Source: an optimization exercise on an open RTL-to-GDS flow (aim: small area, a short achievable clock period and few clock cycles per item). Production flows keep margins and buffers that such runs may drop. The RTL was checked by simulation tests, not by an equivalence proof against the original design.

## S
==> flow/design.v (excerpt) <==
module rational_arith_reduce (
    input  wire logic               clk,
    input  wire logic               rst_n,
    input  wire logic               in_valid,
    output logic                    in_stall,
    input  wire logic [1:0]         kind,
    input  wire logic signed [31:0] a_num,
    input  wire logic [30:0]        a_den,
    input  wire logic signed [31:0] b_num,
    input  wire logic [30:0]        b_den,
    output logic                    out_valid,
    input  wire logic               out_stall,
    output logic signed [31:0]      res_num,
    output logic [30:0]             res_den,
    output logic                    div_zero,
    output logic                    overflow
);
    logic        m_busy;        
    logic        m_full;        
    logic [3:0]  m_cnt;         
    logic [31:0] xb;            
    logic [30:0] xd;            
    logic        k_sub, k_mul, k_div, k_two;
    logic [33:0] n_hi;          
    logic [31:0] n_lo;          
    logic [32:0] d_hi;          
    logic [31:0] d_lo;          
    logic [2:0]  dg1, dga;      
    logic        m_dsgn;        
    logic        m_acc, m_take, m_take_d;
    logic        is_add, is_sub, is_mul, is_div;
    logic [35:0] x1, x2, x3;
    logic [35:0] t1, t2, t3;
    logic        c1, c2, c3;
    logic [35:0] nh_in, dh_in;
    logic [35:0] csa_s, csa_c;
    logic [36:0] n_sum;
    logic [35:0] d_sum;
    assign is_add = (kind == rar_pkg::KIND_ADD);
    assign is_sub = (kind == rar_pkg::KIND_SUB);
    assign is_mul = (kind == rar_pkg::KIND_MUL);
    assign is_div = (kind == rar_pkg::KIND_DIV);
    assign in_stall = m_busy || m_full;
    assign m_take   = in_valid && !in_stall;
    assign m_acc    = m_busy;
    function automatic logic [2:0] booth(input logic [2:0] b);
        booth = {b[1] ^ b[0], (b[2] && !b[1] && !b[0]) || (!b[2] && b[1] && b[0]), b[2]};
    endfunction
    assign x2 = {{4{xb[31]}}, xb};
    assign x1 = k_mul ? x2 : {5'd0, xd};
    assign x3 = k_div ? x2 : {5'd0, xd};
  ...
clock: 10.5 ns
lec_check: 0
cap_margin: 20
core_margin: 2
core_utilization: 55
slew_margin: 20
standard.sh (not shown) runs the stock make flow with config.mk's settings and CLKGATE_MAP_FILE= SYNTH_SCRIPT=/design/flow/synth_recipe.tcl, a recipe that flattens the netlist after the stock synthesis.
==> flow/flow/run.sh <==
#!/bin/bash
set -euo pipefail
bash standard.sh SETUP_SLACK_MARGIN=6 "BUFFER_PORTS_ARGS=-buffer_cell sky130_fd_sc_hd__buf_2" finish > orfs_make.log 2>&1
S completed every stage of the flow, and the final layout passed the timing, DRC and antenna checks.
Testbench counts of S, summed over its fixed seeds: cycles 54,254, items 1,920.
Input-level comparison between Q and S:
--- a/flow/design.v
+++ b/flow/design.v
@@ -148,26 +148,26 @@
     endfunction
     assign x2 = {{4{xb[31]}}, xb};
     assign x1 = k_mul ? x2 : {5'd0, xd};
     assign x3 = k_div ? x2 : {5'd0, xd};
     assign c1 = dg1[0] && (dg1[2] || dg1[1]);
     assign c2 = (dga[0] ^ k_sub) && (dga[2] || dga[1]) && k_two;
     assign c3 = (dga[0] ^ (k_div && xb[31])) && (dga[2] || dga[1]);
     assign t1 = (dg1[2] ? x1 : dg1[1] ? {x1[34:0], 1'b0} : 36'd0) ^ {36{c1}};
     assign t2 = (!k_two ? 36'd0 : dga[2] ? x2 : dga[1] ? {x2[34:0], 1'b0} : 36'd0) ^ {36{c2}};
     assign t3 = (dga[2] ? x3 : dga[1] ? {x3[34:0], 1'b0} : 36'd0) ^ {36{c3}};
-    assign nh_in = (m_cnt == 4'd0) ? 36'd0 : {{2{n_hi[33]}}, n_hi};
+    assign nh_in = {{2{n_hi[33]}}, n_hi};
     assign csa_s = nh_in ^ t1 ^ t2;
     assign csa_c = {(nh_in[34:0] & t1[34:0]) | (nh_in[34:0] & t2[34:0]) | (t1[34:0] & t2[34:0]), c1};
     rar_add #(.W(36), .L(6)) u_nadd (.a(csa_s), .b(csa_c), .ci(c2), .s(n_sum[36:1]), .co());
     assign n_sum[0] = 1'b0;
-    assign dh_in = (m_cnt == 4'd0) ? 36'd0 : {{3{d_hi[32]}}, d_hi};
+    assign dh_in = {{3{d_hi[32]}}, d_hi};
     rar_add #(.W(36), .L(6)) u_dadd (.a(dh_in), .b(t3), .ci(c3), .s(d_sum), .co());
     always_ff @(posedge clk or negedge rst_n)
     begin
         if (!rst_n)
         begin
             m_busy <= 1'b0;
             m_full <= 1'b0;
             m_cnt  <= 4'd0;
         end
         else
@@ -190,21 +190,23 @@
     begin
         if (m_take)
         begin
             xb     <= b_num;
             xd     <= b_den;
             k_sub  <= is_sub;
             k_mul  <= is_mul;
             k_div  <= is_div;
             k_two  <= is_add || is_sub;
             m_dsgn <= is_div && b_num[31];
+            n_hi   <= 34'd0;
             n_lo   <= a_num;
+            d_hi   <= 33'd0;
             d_lo   <= {1'b0, a_den};
             dg1    <= booth({a_num[1:0], 1'b0});
             dga    <= booth({a_den[1:0], 1'b0});
         end
         else if (m_acc)
         begin
             n_hi <= n_sum[36:3];
             n_lo <= {n_sum[2:1], n_lo[31:2]};
             d_hi <= d_sum[34:2];
             d_lo <= {d_sum[1:0], d_lo[31:2]};
[summary]
- Compared to S, the router laid down more metal wire for Q.
- Diff S -> Q: post-route cell area increased 0.68%; unique cell type count in the Yosys netlist decreased 8; weighted congestion reported at the end of routability-driven placement increased about 1.4%; via count increased about 0.8%.
- From S to Q the numbers moved as follows: fraction of met1 tracks used by global routing dropped 1.1 points, post-detailed-placement half-perimeter wirelength roughly the same, sequential share of layout area now sits lower, global routing met2 resource utilization down 0.85 points.
- For S, the endpoint of the worst setup timing path was n_hi[32], unlike Q, where it was v[27].
Testbench counts of Q, summed over its fixed seeds: cycles 54,254, items 1,920.

==> separate check: timing with driven ports <==
Ports are ideal in the flow. The routed layouts listed here were re-timed in OpenROAD. Step 1 assumes that a clkbuf_16 drives the clock port and a buf_2 every other input. Step 2 moves the port delays by t, midway between the first and last clock arrival at a register: inputs arrive t later, outputs are due t later. That takes back most of the time a late clock gives input paths. a / b / c = no drivers / after step 1 / after step 2; a / b = the first two.
| run | t, ns | slack for setup (ns) | hold WS [ns] | worst slew at a driven data input, ns |
|---|---|---|---|---|
| S | 0.688 | 6.083 / 6.083 / 5.500 | 0.479 / 0.479 / 0.479 | 0.06 |
| Q | 0.691 | 5.968 / 5.968 / 5.434 | 0.492 / 0.492 / 0.492 | 0.07 |
After both steps setup and hold are still met in every run listed. For S, which loses most, drivers alone change the setup slack by 0.000 ns; drivers and shift together by -0.583 ns.
